What follows belongs to an exercise in optimizing a design on an open flow for small area, a short achievable clock period and few clock cycles per item; a production flow would make more cautious choices. The RTL was checked by simulation tests, not by an equivalence proof against the original design. Power and IR drop assume default switching activity.

==> lagoon: inputs <==
## signed_int_to_radix_digits
module signed_int_to_radix_digits #(
  parameter int MAX_BASE = sirdig_pkg::MAX_BASE_DEF
) (
  input  logic                                  clk,
  input  logic                                  rst_n,
  input  logic                                  start,
  output logic                                  busy,
  input  logic signed [sirdig_pkg::VAL_W-1:0]   in_value,
  output logic                                  out_strobe,
  output logic [sirdig_pkg::CHAR_W-1:0]         out_character,
  output logic                                  out_last,
  input  logic                                  psel,
  input  logic                                  penable,
  input  logic                                  pwrite,
  input  logic [sirdig_pkg::CFG_ADDR_W-1:0]     paddr,
  input  logic [sirdig_pkg::CFG_DATA_W-1:0]     pwdata,
  output logic [sirdig_pkg::CFG_DATA_W-1:0]     prdata,
  output logic                                  pready
);
clock: 8.0 ns
lec_check: 0
abc_area: 1
cap_margin: 20
core_margin: 2
core_utilization: 40
setup_slack_margin: 3.5
slew_margin: 20
run.sh (not shown) runs the stock make flow with config.mk's settings and CLKGATE_MAP_FILE= SYNTH_SCRIPT=/design/flow/synth_recipe.tcl, a recipe that flattens the netlist after the stock synthesis.
==> willow: changes against lagoon <==
--- a/flow/design.v
+++ b/flow/design.v
@@ -5,13 +5,14 @@
   localparam int CHAR_W       = 8;
   localparam int LEN_W        = 5;
   localparam int CFG_DATA_W   = 64;
   localparam int CFG_ADDR_W   = 5;
   localparam int ALPH_BYTES   = 16;
   localparam int MAX_BASE_DEF = 16;
-  localparam int NSTAGE       = 11;   
+  localparam int NSTAGE       = 8;    
+  localparam int CHUNK        = 4;    
   localparam int NSLOT        = 32;   
   localparam int SLOT_W       = 5;
   localparam logic [CHAR_W-1:0] MINUS_CHAR = 8'h2D;
   localparam logic [CHAR_W-1:0] PLUS_CHAR  = 8'h2B;
   localparam logic [1:0] REG_BASE_LEN  = 2'd0;
   localparam logic [1:0] REG_ALPH_LOW  = 2'd1;
@@ -508,40 +509,40 @@
   endfunction
 endpackage
 `default_nettype wire
 `timescale 1ns / 1ps
 `default_nettype none
 module sirdig_div #(
-  parameter int STAGE = 0,
-  parameter int CW    = 3
+  parameter int STAGE = 0
 ) (
   input  logic                          clk,
   input  logic                          rst_n,
   input  logic                          v_in,
   input  logic                          first_in,    
-  input  logic [1:0]                    tag_in,      
+  input  logic                          pre_first,   
+  input  logic                          pre_tag,     
+  input  logic                          tag_in,      
   input  logic                          last_in,     
   input  logic [3:0]                    u_in,
-  input  logic                          pre_first,   
-  input  logic [1:0]                    pre_tag,     
-  input  logic [2:0][CW-1:0]            xc,          
+  input  logic [sirdig_pkg::CHUNK-1:0]  xa,          
+  input  logic [sirdig_pkg::CHUNK-1:0]  xb,          
   input  logic [3:0]                    k0,
   input  logic [3:0]                    k1,
   input  logic [3:0]                    k0p,         
   input  logic [3:0]                    k1p,         
   input  logic                          odd,
   output logic                          v_out,
   output logic                          first_out,
-  output logic [1:0]                    tag_out,
+  output logic                          tag_out,
   output logic                          last_out,
   output logic [3:0]                    u_out
 );
-  logic [CW-1:0] q_r;    
-  logic [CW-1:0] dvd;
-  logic [CW-1:0] q_nxt;
-  logic [3:0]    u_nxt;
+  logic [sirdig_pkg::CHUNK-1:0] q_r;    
+  logic [sirdig_pkg::CHUNK-1:0] dvd;
+  logic [sirdig_pkg::CHUNK-1:0] q_nxt;
+  logic [3:0]                   u_nxt;
   function automatic logic [3:0] add2v(input logic [2:0] v, input logic [3:0] kk);
     logic c2, c3;
     c2 = v[0] & kk[1];
     c3 = (v[1] & kk[2]) | (v[1] & c2) | (kk[2] & c2);
     add2v = {v[2] ^ kk[3] ^ c3, v[1] ^ kk[2] ^ c2, v[0] ^ kk[1], kk[0]};
   endfunction
@@ -549,13 +550,13 @@
     logic [3:0] u;
     logic       c;
     logic       x;
     logic [3:0] kk0, kk1;
     dvd = q_r;
     u   = u_in;
-    for (int i = CW - 1; i >= 0; i--) begin
+    for (int i = sirdig_pkg::CHUNK - 1; i >= 0; i--) begin
       x        = dvd[i];
       kk0      = x ? k0p : k0;
       kk1      = x ? k1p : k1;
       c        = u[3] | (odd & x & u[2] & u[1] & u[0]);
       q_nxt[i] = c;
       u        = c ? add2v(u[2:0], kk1) : add2v(u[2:0], kk0);
@@ -568,13 +569,13 @@
     end else begin
       v_out <= v_in;
     end
   end
   always_ff @(posedge clk) begin
     if (pre_first) begin
-      q_r <= xc[pre_tag];
+      q_r <= pre_tag ? xb : xa;
     end else if (v_in) begin
       q_r <= q_nxt;
     end
     u_out     <= u_nxt;
     first_out <= first_in;
     tag_out   <= tag_in;
@@ -657,12 +658,13 @@
   input  logic [sirdig_pkg::CFG_ADDR_W-1:0]     paddr,
   input  logic [sirdig_pkg::CFG_DATA_W-1:0]     pwdata,
   output logic [sirdig_pkg::CFG_DATA_W-1:0]     prdata,
   output logic                                  pready
 );
   localparam int NS    = sirdig_pkg::NSTAGE;
+  localparam int CW    = sirdig_pkg::CHUNK;
   localparam int SW    = sirdig_pkg::SLOT_W;
   localparam int NSLOT = sirdig_pkg::NSLOT;
   localparam int DIG_W = $clog2(MAX_BASE);
   logic [sirdig_pkg::LEN_W-1:0]      len_r;
   logic [sirdig_pkg::CFG_DATA_W-1:0] alow_r;
   logic [sirdig_pkg::CFG_DATA_W-1:0] ahigh_r;
@@ -723,18 +725,18 @@
     .alph     (alph),
     .row_char (alph_char),
     .row      (chk_row),
     .done     (chk_done),
     .ok       (chk_ok)
   );
-  logic [2:0][sirdig_pkg::VAL_W-1:0] xm_r;    
-  logic [2:0]            xn_r;      
-  logic [2:0]            xf_r;      
-  logic [2:0]            xs_r;      
-  logic [1:0]            wr_p, rd_p;    
-  logic [2:0]            x_free;    
+  logic [1:0][sirdig_pkg::VAL_W-1:0] xm_r;    
+  logic [1:0]            xn_r;      
+  logic [1:0]            xf_r;      
+  logic [1:0]            xs_r;      
+  logic                  wr_p, rd_p;
+  logic [1:0]            x_free;    
   logic                  accept;
   assign busy   = xf_r[wr_p] && !x_free[wr_p];
   assign accept = start && !busy;
   always_ff @(posedge clk) begin
     if (accept) begin
       xn_r[wr_p] <= in_value[sirdig_pkg::VAL_W-1];
@@ -747,16 +749,16 @@
   logic [2:0]  push_p, cmp_p, pop_p;    
   logic        issue, istart;
   logic        i_last;
   logic [5:0]  nde;
   logic [5:0]  bl;
   logic [sirdig_pkg::VAL_W-1:0] xsel;
-  logic [2:0][5:0] xd_r;      
-  logic [2:0]      xdv_r;     
+  logic [1:0][5:0] xd_r;      
+  logic [1:0]      xdv_r;     
   logic            nw_r;      
-  logic [1:0]      nwp_r;     
+  logic            nwp_r;     
   logic [5:0]      ndw;
   always_comb begin
     xsel = xm_r[nwp_r];
     bl   = '0;
     for (int i = 0; i < sirdig_pkg::VAL_W; i++) begin
       if (xsel[i]) bl = 6'(i + 1);
@@ -780,51 +782,45 @@
     end else if (xf_r[rd_p] && xdv_r[rd_p] && !xs_r[rd_p] && ((push_p - pop_p) != 3'd4) && room) begin
       issue  = 1'b1;
       istart = 1'b1;
       i_last = (nde == 6'd1);
     end
   end
-  logic [NS-1:0]      sv, sf, sl;
-  logic [NS-1:0][1:0] st;
+  logic [NS-1:0]      sv, sf, st, sl;
   logic               pre0;        
-  logic [1:0]         rd_nx;       
+  logic               rd_nx;       
+  assign pre0  = istart ? (nde == 6'd1) : (issue ? (icnt_r == 6'd1) : (icnt_r == '0));
+  assign rd_nx = istart ? !rd_p : rd_p;
   logic [NS-1:0][3:0] su;
   for (genvar s = 0; s < NS; s++) begin : g_stage
-    localparam int CWS = (s == 0) ? 2 : 3;
-    localparam int TOP = (s == 0) ? 31 : 32 - 3 * s;
-    sirdig_div #(.STAGE(s), .CW(CWS)) u_stage (
+    sirdig_div #(.STAGE(s)) u_stage (
       .clk       (clk),
       .rst_n     (flush_n),
       .v_in      ((s == 0) ? issue  : sv[(s == 0) ? 0 : s-1]),
       .first_in  ((s == 0) ? istart : sf[(s == 0) ? 0 : s-1]),
       .pre_first ((s == 0) ? pre0 : (s == 1) ? istart : (sv[(s < 2) ? 0 : s-2] && sf[(s < 2) ? 0 : s-2])),
       .pre_tag   ((s == 0) ? rd_nx : (s == 1) ? rd_p : st[(s < 2) ? 0 : s-2]),
       .tag_in    ((s == 0) ? rd_p   : st[(s == 0) ? 0 : s-1]),
       .last_in   ((s == 0) ? i_last : sl[(s == 0) ? 0 : s-1]),
       .u_in      ((s == 0) ? dlt_r  : su[(s == 0) ? 0 : s-1]),
-      .xc        ({xm_r[2][TOP -: CWS], xm_r[1][TOP -: CWS], xm_r[0][TOP -: CWS]}),
+      .xa        (xm_r[0][sirdig_pkg::VAL_W-1-CW*s -: CW]),
+      .xb        (xm_r[1][sirdig_pkg::VAL_W-1-CW*s -: CW]),
       .k0        (k0_r),
       .k1        (k1_r),
       .k0p       (k0p_r),
       .k1p       (k1p_r),
       .odd       (odd_r),
       .v_out     (sv[s]),
       .first_out (sf[s]),
       .tag_out   (st[s]),
       .last_out  (sl[s]),
       .u_out     (su[s])
     );
   end
-  for (genvar k = 0; k < 3; k++) begin : g_free
-    assign x_free[k] = sv[NS-3] && sf[NS-3] && (st[NS-3] == 2'(k));
-  end
-  function automatic logic [1:0] p3inc(input logic [1:0] p);
-    p3inc = (p == 2'd2) ? 2'd0 : p + 2'd1;
-  endfunction
-  assign pre0  = istart ? (nde == 6'd1) : (issue ? (icnt_r == 6'd1) : (icnt_r == '0));
-  assign rd_nx = istart ? p3inc(rd_p) : rd_p;
+  assign x_free[0] = sv[NS-2] && sf[NS-2] && !st[NS-2];
+  assign x_free[1] = sv[NS-2] && sf[NS-2] &&  st[NS-2];
   logic [3:0]       d_neg;
   logic [3:0][SW-1:0] d_top;
   logic [3:0][1:0]    d_sub;     
   logic [3:0]    slot_r [NSLOT];
   logic [SW-1:0] wp_r;
   logic [3:0]    wdig;
@@ -869,14 +865,14 @@
   logic                  out_last_r;
   assign flush_n = rst_n && !cfg_wr;
   always_ff @(posedge clk) begin
     if (!flush_n) begin
       xf_r    <= '0;
       xs_r    <= '0;
-      wr_p    <= '0;
-      rd_p    <= '0;
+      wr_p    <= 1'b0;
+      rd_p    <= 1'b0;
       icnt_r  <= '0;
       nw_r    <= 1'b0;
       xdv_r   <= '0;
       occ_r   <= '0;
       push_p  <= '0;
       cmp_p   <= '0;
@@ -884,26 +880,26 @@
       wp_r    <= '0;
       act_r   <= 1'b0;
       sgn_r   <= 1'b0;
       nbase_r <= '0;
       out_strobe_r <= 1'b0;
     end else begin
-      for (int k = 0; k < 3; k++) begin
+      for (int k = 0; k < 2; k++) begin
         if (x_free[k]) xf_r[k] <= 1'b0;
       end
       nw_r <= accept;
       if (nw_r) xdv_r[nwp_r] <= 1'b1;
       if (accept) begin
         xf_r[wr_p]  <= 1'b1;
         xs_r[wr_p]  <= 1'b0;
         xdv_r[wr_p] <= 1'b0;
-        wr_p        <= p3inc(wr_p);
+        wr_p        <= !wr_p;
       end
       if (istart) begin
         xs_r[rd_p]               <= 1'b1;
-        rd_p                     <= p3inc(rd_p);
+        rd_p                     <= !rd_p;
         icnt_r                   <= nde - 6'd1;
         d_neg[push_p[1:0]]       <= xn_r[rd_p];
         push_p                   <= push_p + 3'd1;
       end else if (issue) begin
         icnt_r <= icnt_r - 6'd1;
       end
==> tundra: changes against lagoon <==
--- a/flow/design.v
+++ b/flow/design.v
@@ -5,13 +5,14 @@
   localparam int CHAR_W       = 8;
   localparam int LEN_W        = 5;
   localparam int CFG_DATA_W   = 64;
   localparam int CFG_ADDR_W   = 5;
   localparam int ALPH_BYTES   = 16;
   localparam int MAX_BASE_DEF = 16;
-  localparam int NSTAGE       = 11;   
+  localparam int NSTAGE       = 8;    
+  localparam int CHUNK        = 4;    
   localparam int NSLOT        = 32;   
   localparam int SLOT_W       = 5;
   localparam logic [CHAR_W-1:0] MINUS_CHAR = 8'h2D;
   localparam logic [CHAR_W-1:0] PLUS_CHAR  = 8'h2B;
   localparam logic [1:0] REG_BASE_LEN  = 2'd0;
   localparam logic [1:0] REG_ALPH_LOW  = 2'd1;
@@ -508,40 +509,40 @@
   endfunction
 endpackage
 `default_nettype wire
 `timescale 1ns / 1ps
 `default_nettype none
 module sirdig_div #(
-  parameter int STAGE = 0,
-  parameter int CW    = 3
+  parameter int STAGE = 0
 ) (
   input  logic                          clk,
   input  logic                          rst_n,
   input  logic                          v_in,
   input  logic                          first_in,    
-  input  logic [1:0]                    tag_in,      
+  input  logic                          pre_first,   
+  input  logic                          pre_tag,     
+  input  logic                          tag_in,      
   input  logic                          last_in,     
   input  logic [3:0]                    u_in,
-  input  logic                          pre_first,   
-  input  logic [1:0]                    pre_tag,     
-  input  logic [2:0][CW-1:0]            xc,          
+  input  logic [sirdig_pkg::CHUNK-1:0]  xa,          
+  input  logic [sirdig_pkg::CHUNK-1:0]  xb,          
   input  logic [3:0]                    k0,
   input  logic [3:0]                    k1,
   input  logic [3:0]                    k0p,         
   input  logic [3:0]                    k1p,         
   input  logic                          odd,
   output logic                          v_out,
   output logic                          first_out,
-  output logic [1:0]                    tag_out,
+  output logic                          tag_out,
   output logic                          last_out,
   output logic [3:0]                    u_out
 );
-  logic [CW-1:0] q_r;    
-  logic [CW-1:0] dvd;
-  logic [CW-1:0] q_nxt;
-  logic [3:0]    u_nxt;
+  logic [sirdig_pkg::CHUNK-1:0] q_r;    
+  logic [sirdig_pkg::CHUNK-1:0] dvd;
+  logic [sirdig_pkg::CHUNK-1:0] q_nxt;
+  logic [3:0]                   u_nxt;
   function automatic logic [3:0] add2v(input logic [2:0] v, input logic [3:0] kk);
     logic c2, c3;
     c2 = v[0] & kk[1];
     c3 = (v[1] & kk[2]) | (v[1] & c2) | (kk[2] & c2);
     add2v = {v[2] ^ kk[3] ^ c3, v[1] ^ kk[2] ^ c2, v[0] ^ kk[1], kk[0]};
   endfunction
@@ -549,13 +550,13 @@
     logic [3:0] u;
     logic       c;
     logic       x;
     logic [3:0] kk0, kk1;
     dvd = q_r;
     u   = u_in;
-    for (int i = CW - 1; i >= 0; i--) begin
+    for (int i = sirdig_pkg::CHUNK - 1; i >= 0; i--) begin
       x        = dvd[i];
       kk0      = x ? k0p : k0;
       kk1      = x ? k1p : k1;
       c        = u[3] | (odd & x & u[2] & u[1] & u[0]);
       q_nxt[i] = c;
       u        = c ? add2v(u[2:0], kk1) : add2v(u[2:0], kk0);
@@ -568,13 +569,13 @@
     end else begin
       v_out <= v_in;
     end
   end
   always_ff @(posedge clk) begin
     if (pre_first) begin
-      q_r <= xc[pre_tag];
+      q_r <= pre_tag ? xb : xa;
     end else if (v_in) begin
       q_r <= q_nxt;
     end
     u_out     <= u_nxt;
     first_out <= first_in;
     tag_out   <= tag_in;
@@ -657,12 +658,13 @@
   input  logic [sirdig_pkg::CFG_ADDR_W-1:0]     paddr,
   input  logic [sirdig_pkg::CFG_DATA_W-1:0]     pwdata,
   output logic [sirdig_pkg::CFG_DATA_W-1:0]     prdata,
   output logic                                  pready
 );
   localparam int NS    = sirdig_pkg::NSTAGE;
+  localparam int CW    = sirdig_pkg::CHUNK;
   localparam int SW    = sirdig_pkg::SLOT_W;
   localparam int NSLOT = sirdig_pkg::NSLOT;
   localparam int DIG_W = $clog2(MAX_BASE);
   logic [sirdig_pkg::LEN_W-1:0]      len_r;
   logic [sirdig_pkg::CFG_DATA_W-1:0] alow_r;
   logic [sirdig_pkg::CFG_DATA_W-1:0] ahigh_r;
@@ -723,18 +725,18 @@
     .alph     (alph),
     .row_char (alph_char),
     .row      (chk_row),
     .done     (chk_done),
     .ok       (chk_ok)
   );
-  logic [2:0][sirdig_pkg::VAL_W-1:0] xm_r;    
-  logic [2:0]            xn_r;      
-  logic [2:0]            xf_r;      
-  logic [2:0]            xs_r;      
-  logic [1:0]            wr_p, rd_p;    
-  logic [2:0]            x_free;    
+  logic [1:0][sirdig_pkg::VAL_W-1:0] xm_r;    
+  logic [1:0]            xn_r;      
+  logic [1:0]            xf_r;      
+  logic [1:0]            xs_r;      
+  logic                  wr_p, rd_p;
+  logic [1:0]            x_free;    
   logic                  accept;
   assign busy   = xf_r[wr_p] && !x_free[wr_p];
   assign accept = start && !busy;
   always_ff @(posedge clk) begin
     if (accept) begin
       xn_r[wr_p] <= in_value[sirdig_pkg::VAL_W-1];
@@ -745,26 +747,36 @@
   logic [5:0]  icnt_r;        
   logic [5:0]  occ_r;         
   logic [2:0]  push_p, cmp_p, pop_p;    
   logic        issue, istart;
   logic        i_last;
   logic [5:0]  nde;
-  logic [5:0]  bl;
-  logic [sirdig_pkg::VAL_W-1:0] xsel;
-  logic [2:0][5:0] xd_r;      
-  logic [2:0]      xdv_r;     
+  logic [1:0][5:0] xd_r;      
+  logic [1:0]      xdv_r;     
   logic            nw_r;      
-  logic [1:0]      nwp_r;     
+  logic            nwp_r;     
+  logic [5:0]      bly_r;     
+  logic            pw_r;      
   logic [5:0]      ndw;
-  always_comb begin
-    xsel = xm_r[nwp_r];
-    bl   = '0;
+  always_ff @(posedge clk) begin
+    logic [sirdig_pkg::VAL_W-1:0] y, sm;
+    logic [5:0] b;
+    y = in_value[sirdig_pkg::VAL_W-1] ? sirdig_pkg::VAL_W'(~in_value) : sirdig_pkg::VAL_W'(in_value);
+    b = '0;
     for (int i = 0; i < sirdig_pkg::VAL_W; i++) begin
-      if (xsel[i]) bl = 6'(i + 1);
+      if (y[i]) b = 6'(i + 1);
     end
-    ndw = sirdig_pkg::nd_est(len_r, bl);
+    sm[sirdig_pkg::VAL_W-1] = y[sirdig_pkg::VAL_W-1];
+    for (int i = sirdig_pkg::VAL_W - 2; i >= 0; i--) begin
+      sm[i] = sm[i+1] | y[i];
+    end
+    bly_r <= b;
+    pw_r  <= in_value[sirdig_pkg::VAL_W-1] && (sm == y);
+  end
+  always_comb begin
+    ndw = sirdig_pkg::nd_est(len_r, bly_r + 6'(pw_r));
     nde = xd_r[rd_p];
   end
   always_ff @(posedge clk) begin
     if (nw_r) xd_r[nwp_r] <= ndw;
     nwp_r <= wr_p;
   end
@@ -780,146 +792,152 @@
     end else if (xf_r[rd_p] && xdv_r[rd_p] && !xs_r[rd_p] && ((push_p - pop_p) != 3'd4) && room) begin
       issue  = 1'b1;
       istart = 1'b1;
       i_last = (nde == 6'd1);
     end
   end
-  logic [NS-1:0]      sv, sf, sl;
-  logic [NS-1:0][1:0] st;
+  logic [NS-1:0]      sv, sf, st, sl;
   logic               pre0;        
-  logic [1:0]         rd_nx;       
+  logic               rd_nx;       
+  assign pre0  = istart ? (nde == 6'd1) : (issue ? (icnt_r == 6'd1) : (icnt_r == '0));
+  assign rd_nx = istart ? !rd_p : rd_p;
   logic [NS-1:0][3:0] su;
   for (genvar s = 0; s < NS; s++) begin : g_stage
-    localparam int CWS = (s == 0) ? 2 : 3;
-    localparam int TOP = (s == 0) ? 31 : 32 - 3 * s;
-    sirdig_div #(.STAGE(s), .CW(CWS)) u_stage (
+    sirdig_div #(.STAGE(s)) u_stage (
       .clk       (clk),
       .rst_n     (flush_n),
       .v_in      ((s == 0) ? issue  : sv[(s == 0) ? 0 : s-1]),
       .first_in  ((s == 0) ? istart : sf[(s == 0) ? 0 : s-1]),
       .pre_first ((s == 0) ? pre0 : (s == 1) ? istart : (sv[(s < 2) ? 0 : s-2] && sf[(s < 2) ? 0 : s-2])),
       .pre_tag   ((s == 0) ? rd_nx : (s == 1) ? rd_p : st[(s < 2) ? 0 : s-2]),
       .tag_in    ((s == 0) ? rd_p   : st[(s == 0) ? 0 : s-1]),
       .last_in   ((s == 0) ? i_last : sl[(s == 0) ? 0 : s-1]),
       .u_in      ((s == 0) ? dlt_r  : su[(s == 0) ? 0 : s-1]),
-      .xc        ({xm_r[2][TOP -: CWS], xm_r[1][TOP -: CWS], xm_r[0][TOP -: CWS]}),
+      .xa        (xm_r[0][sirdig_pkg::VAL_W-1-CW*s -: CW]),
+      .xb        (xm_r[1][sirdig_pkg::VAL_W-1-CW*s -: CW]),
       .k0        (k0_r),
       .k1        (k1_r),
       .k0p       (k0p_r),
       .k1p       (k1p_r),
       .odd       (odd_r),
       .v_out     (sv[s]),
       .first_out (sf[s]),
       .tag_out   (st[s]),
       .last_out  (sl[s]),
       .u_out     (su[s])
     );
   end
-  for (genvar k = 0; k < 3; k++) begin : g_free
-    assign x_free[k] = sv[NS-3] && sf[NS-3] && (st[NS-3] == 2'(k));
-  end
-  function automatic logic [1:0] p3inc(input logic [1:0] p);
-    p3inc = (p == 2'd2) ? 2'd0 : p + 2'd1;
-  endfunction
-  assign pre0  = istart ? (nde == 6'd1) : (issue ? (icnt_r == 6'd1) : (icnt_r == '0));
-  assign rd_nx = istart ? p3inc(rd_p) : rd_p;
+  assign x_free[0] = sv[NS-2] && sf[NS-2] && !st[NS-2];
+  assign x_free[1] = sv[NS-2] && sf[NS-2] &&  st[NS-2];
   logic [3:0]       d_neg;
   logic [3:0][SW-1:0] d_top;
   logic [3:0][1:0]    d_sub;     
   logic [3:0]    slot_r [NSLOT];
   logic [SW-1:0] wp_r;
   logic [3:0]    wdig;
   logic          wspur;
   assign wdig  = su[NS-1] - dlt_r;
-  assign wspur = sl[NS-1] && !sf[NS-1] && (wdig == 4'd0);
+  assign wspur = sl[NS-1] && !sf[NS-1] && (su[NS-1] == dlt_r);    
   always_ff @(posedge clk) begin
     if (sv[NS-1] && !wspur) begin
       slot_r[wp_r] <= wdig;
     end
   end
   logic          act_r, sgn_r;
   logic [SW-1:0] rp_r, bp_r, nbase_r;
   logic [1:0]    sub_r;
   logic [SW-1:0] curn_r;
   logic [3:0]    rdig, idx;
-  logic          r_lastbeat, item_end, ready, load;
-  logic [SW-1:0] ltop, lcnt;
+  logic          r_lastbeat, item_end, ready, load, byp;
+  logic [SW-1:0] ltop, lcnt, wtop;
+  logic [1:0]    lsub;
   logic [1:0]    wsub;
   logic [5:0]    freed;
+  logic          esgn;      
+  logic [SW-1:0] skipn_r;
   assign rdig       = slot_r[rp_r];
   assign r_lastbeat = (rp_r == bp_r) && (sub_r == 2'd0);
   assign item_end   = act_r && !sgn_r && r_lastbeat;
-  assign ready      = (cmp_p != pop_p) && chk_done;
+  assign wtop       = wspur ? (wp_r - SW'(1)) : wp_r;
+  assign byp        = (cmp_p == pop_p) && sv[NS-1] && sl[NS-1];
+  assign ready      = ((cmp_p != pop_p) || byp) && chk_done;
   assign load       = ready && (!act_r || item_end);
-  assign ltop       = d_top[pop_p[1:0]];
+  assign ltop       = byp ? wtop : d_top[pop_p[1:0]];
+  assign esgn       = !act_r && !load && (push_p != pop_p) && d_neg[pop_p[1:0]] && chk_done && chk_ok;
+  assign lsub       = byp ? wsub : d_sub[pop_p[1:0]];
   assign lcnt       = ltop - nbase_r + SW'(1);
   always_comb begin
     if (m2_r)      idx = {3'b0, rdig[sub_r]};
     else if (m4_r) idx = {2'b0, sub_r[0] ? rdig[3:2] : rdig[1:0]};
     else           idx = rdig;
     if (m2_r)      wsub = wdig[3] ? 2'd3 : wdig[2] ? 2'd2 : wdig[1] ? 2'd1 : 2'd0;
     else if (m4_r) wsub = (wdig[3:2] != 2'd0) ? 2'd1 : 2'd0;
     else           wsub = 2'd0;
     alph_sel = chk_done ? idx : chk_row;
-    freed = '0;
-    if (item_end) freed = freed + 6'(curn_r);
-    if (load && !chk_ok) freed = freed + 6'(lcnt);
+    freed = item_end ? 6'(curn_r) : 6'd0;
   end
   logic                  out_strobe_r;
   logic [sirdig_pkg::CHAR_W-1:0] out_character_r;
   logic                  out_last_r;
   assign flush_n = rst_n && !cfg_wr;
   always_ff @(posedge clk) begin
     if (!flush_n) begin
       xf_r    <= '0;
       xs_r    <= '0;
-      wr_p    <= '0;
-      rd_p    <= '0;
+      wr_p    <= 1'b0;
+      rd_p    <= 1'b0;
       icnt_r  <= '0;
       nw_r    <= 1'b0;
       xdv_r   <= '0;
       occ_r   <= '0;
+      skipn_r <= '0;
       push_p  <= '0;
       cmp_p   <= '0;
       pop_p   <= '0;
       wp_r    <= '0;
       act_r   <= 1'b0;
       sgn_r   <= 1'b0;
       nbase_r <= '0;
       out_strobe_r <= 1'b0;
     end else begin
-      for (int k = 0; k < 3; k++) begin
+      for (int k = 0; k < 2; k++) begin
         if (x_free[k]) xf_r[k] <= 1'b0;
       end
       nw_r <= accept;
       if (nw_r) xdv_r[nwp_r] <= 1'b1;
       if (accept) begin
         xf_r[wr_p]  <= 1'b1;
         xs_r[wr_p]  <= 1'b0;
         xdv_r[wr_p] <= 1'b0;
-        wr_p        <= p3inc(wr_p);
+        wr_p        <= !wr_p;
       end
       if (istart) begin
         xs_r[rd_p]               <= 1'b1;
-        rd_p                     <= p3inc(rd_p);
+        rd_p                     <= !rd_p;
         icnt_r                   <= nde - 6'd1;
         d_neg[push_p[1:0]]       <= xn_r[rd_p];
+      end
+      if (esgn) begin
+        d_neg[pop_p[1:0]]        <= 1'b0;
+      end
+      if (istart) begin
         push_p                   <= push_p + 3'd1;
       end else if (issue) begin
         icnt_r <= icnt_r - 6'd1;
       end
-      occ_r <= occ_r + 6'(issue) - 6'(sv[NS-1] && wspur) - freed;
+      occ_r   <= occ_r + 6'(issue) - 6'(sv[NS-1] && wspur) - freed - 6'(skipn_r);
+      skipn_r <= (load && !chk_ok) ? lcnt : '0;
       if (sv[NS-1]) begin
         if (!wspur) wp_r <= wp_r + SW'(1);
         if (sl[NS-1]) begin
-          d_top[cmp_p[1:0]]  <= wspur ? (wp_r - SW'(1)) : wp_r;
+          d_top[cmp_p[1:0]]  <= wtop;
           d_sub[cmp_p[1:0]]  <= wsub;
           cmp_p              <= cmp_p + 3'd1;
         end
       end
-      out_strobe_r <= act_r;
+      out_strobe_r <= act_r || esgn;
       if (act_r) begin
         if (sgn_r) begin
           sgn_r <= 1'b0;
         end else if (!r_lastbeat) begin
           if (sub_r != 2'd0) begin
             sub_r <= sub_r - 2'd1;
@@ -935,21 +953,21 @@
         nbase_r <= ltop + SW'(1);
         if (chk_ok) begin
           act_r  <= 1'b1;
           sgn_r  <= d_neg[pop_p[1:0]];
           rp_r   <= ltop;
           bp_r   <= nbase_r;
-          sub_r  <= d_sub[pop_p[1:0]];
+          sub_r  <= lsub;
           curn_r <= lcnt;
         end
       end
     end
   end
   always_ff @(posedge clk) begin
-    out_character_r <= sgn_r ? sirdig_pkg::MINUS_CHAR : alph_char;
-    out_last_r      <= !sgn_r && r_lastbeat;
+    out_character_r <= (sgn_r || !act_r) ? sirdig_pkg::MINUS_CHAR : alph_char;
+    out_last_r      <= act_r && !sgn_r && r_lastbeat;
   end
   assign out_strobe    = out_strobe_r;
   assign out_character = out_character_r;
   assign out_last      = out_last_r;
 endmodule
 `default_nettype wire
Settings changed: CORE_UTILIZATION 40 to 55, CTS_BUF_LIST set to sky130_fd_sc_hd__clkbuf_4 sky130_fd_sc_hd__clkbuf_8, PLACE_DENSITY set to 0.7.
==> run_results.csv <==
group,metric,value,unit
final_layout,buf_share,6.42,%
final_layout,sh_seq_area,34.2,%
power,p_comb_share,55.7,%
final_layout,inverters,575,
final_layout,num-nonclk-buffers,293,
final_layout,final_area,0.0431,mm²
clocking,cts-root-buf,"clkbuf_8",
final_layout,multi_input_gates,3407,
power,sw_frac_of_total,46.4,%
critical_path,critical_path.startpoint,"paddr[4]",
timing,final.setup.worst_slack,3510,ps
drt,met1_length,49700,µm
final_layout,largest_register_ffs,128,
grt,antenna_found_initial,3,
outcome,status,"finished clean",
logic_synthesis,synth_top_area_share,23.0,%
the above is filed under tundra

==> run_results.csv <==
group,metric,value,unit
clocking,cts-root-buf,"clkbuf_16",
final_layout,drive_gt1_share,12.7,%
drt,first_pass_iters,7,
power,sw_frac_of_total,43.9,%
final_layout,sh_seq_area,33.1,%
logic_synthesis,synth_top_area_share,23.4,%
power,p_int,0.00899,W
outcome,status,"finished clean",
power,p_comb_share,54.8,%
logic_synthesis,synth_common_cells,"887 x nand2_1, 662 x o21ai_0, 469 x inv_1, 448 x nor2_1, 294 x dfxtp_1",
final_layout,num-nonclk-buffers,360,
final_layout,layout_commonest_cell,"nand2_1",
final_layout,multi_input_gates,3354,
final_layout,final_area,0.0440,mm²
grt,antenna_found_initial,1,
the above is filed under willow

==> run_results.csv <==
group,metric,value,unit
outcome,status,"finished clean",
final_layout,num-nonclk-buffers,297,
final_layout,largest_register_ffs,128,
power,p_comb_share,44.3,%
final_layout,buf_share,6.04,%
final_layout,inverters,641,
timing,final.setup.worst_slack,3450,ps
logic_synthesis,synth_top_area_share,23.9,%
clocking,cts-root-buf,"clkbuf_16",
drt,met1_length,60600,µm
power,sw_frac_of_total,40.7,%
final_layout,sh_seq_area,34.3,%
final_layout,multi_input_gates,3710,
grt,antenna_found_initial,3,
critical_path,critical_path.startpoint,"nwp_r[0]$_DFF_P_",
the above is filed under lagoon

Testbench counts of lagoon, summed over its fixed seeds: cycles 31,167, items 3,078.
Testbench counts of willow, summed over its fixed seeds: cycles 30,436, items 3,078.
Testbench counts of tundra, summed over its fixed seeds: cycles 30,054, items 3,078.

## re-timing with driven ports
How much do the figures lean on ideal ports? The routed layouts below were timed once more, with nothing changed but the port constraints.
Step 1 assumes that a clkbuf_16 drives the clock port and a buf_2 every other input.
Step 2 times the ports against the registers' clock, not the clock port: input delays grow and output delays shrink by t, the midpoint of the rising clock arrivals with the driver on.
Slacks: ideal / step 1 / step 2; pairs: ideal / step 1.
run	t (ns)	slack for setup (ns)	worst hold slack (ns)	worst slew at a driven data input, ns
lagoon	0.716	3.447 / 3.447 / 3.071	0.326 / 0.326 / 0.326	0.07
willow	0.670	3.360 / 3.360 / 3.135	0.310 / 0.310 / 0.310	0.09
tundra	0.788	3.508 / 3.476 / 3.059	0.322 / 0.322 / 0.322	0.06
After both steps setup and hold are still met in every run listed. The setup slack of tundra, which loses most, moves by -0.032 ns with the drivers and by -0.449 ns with both steps.
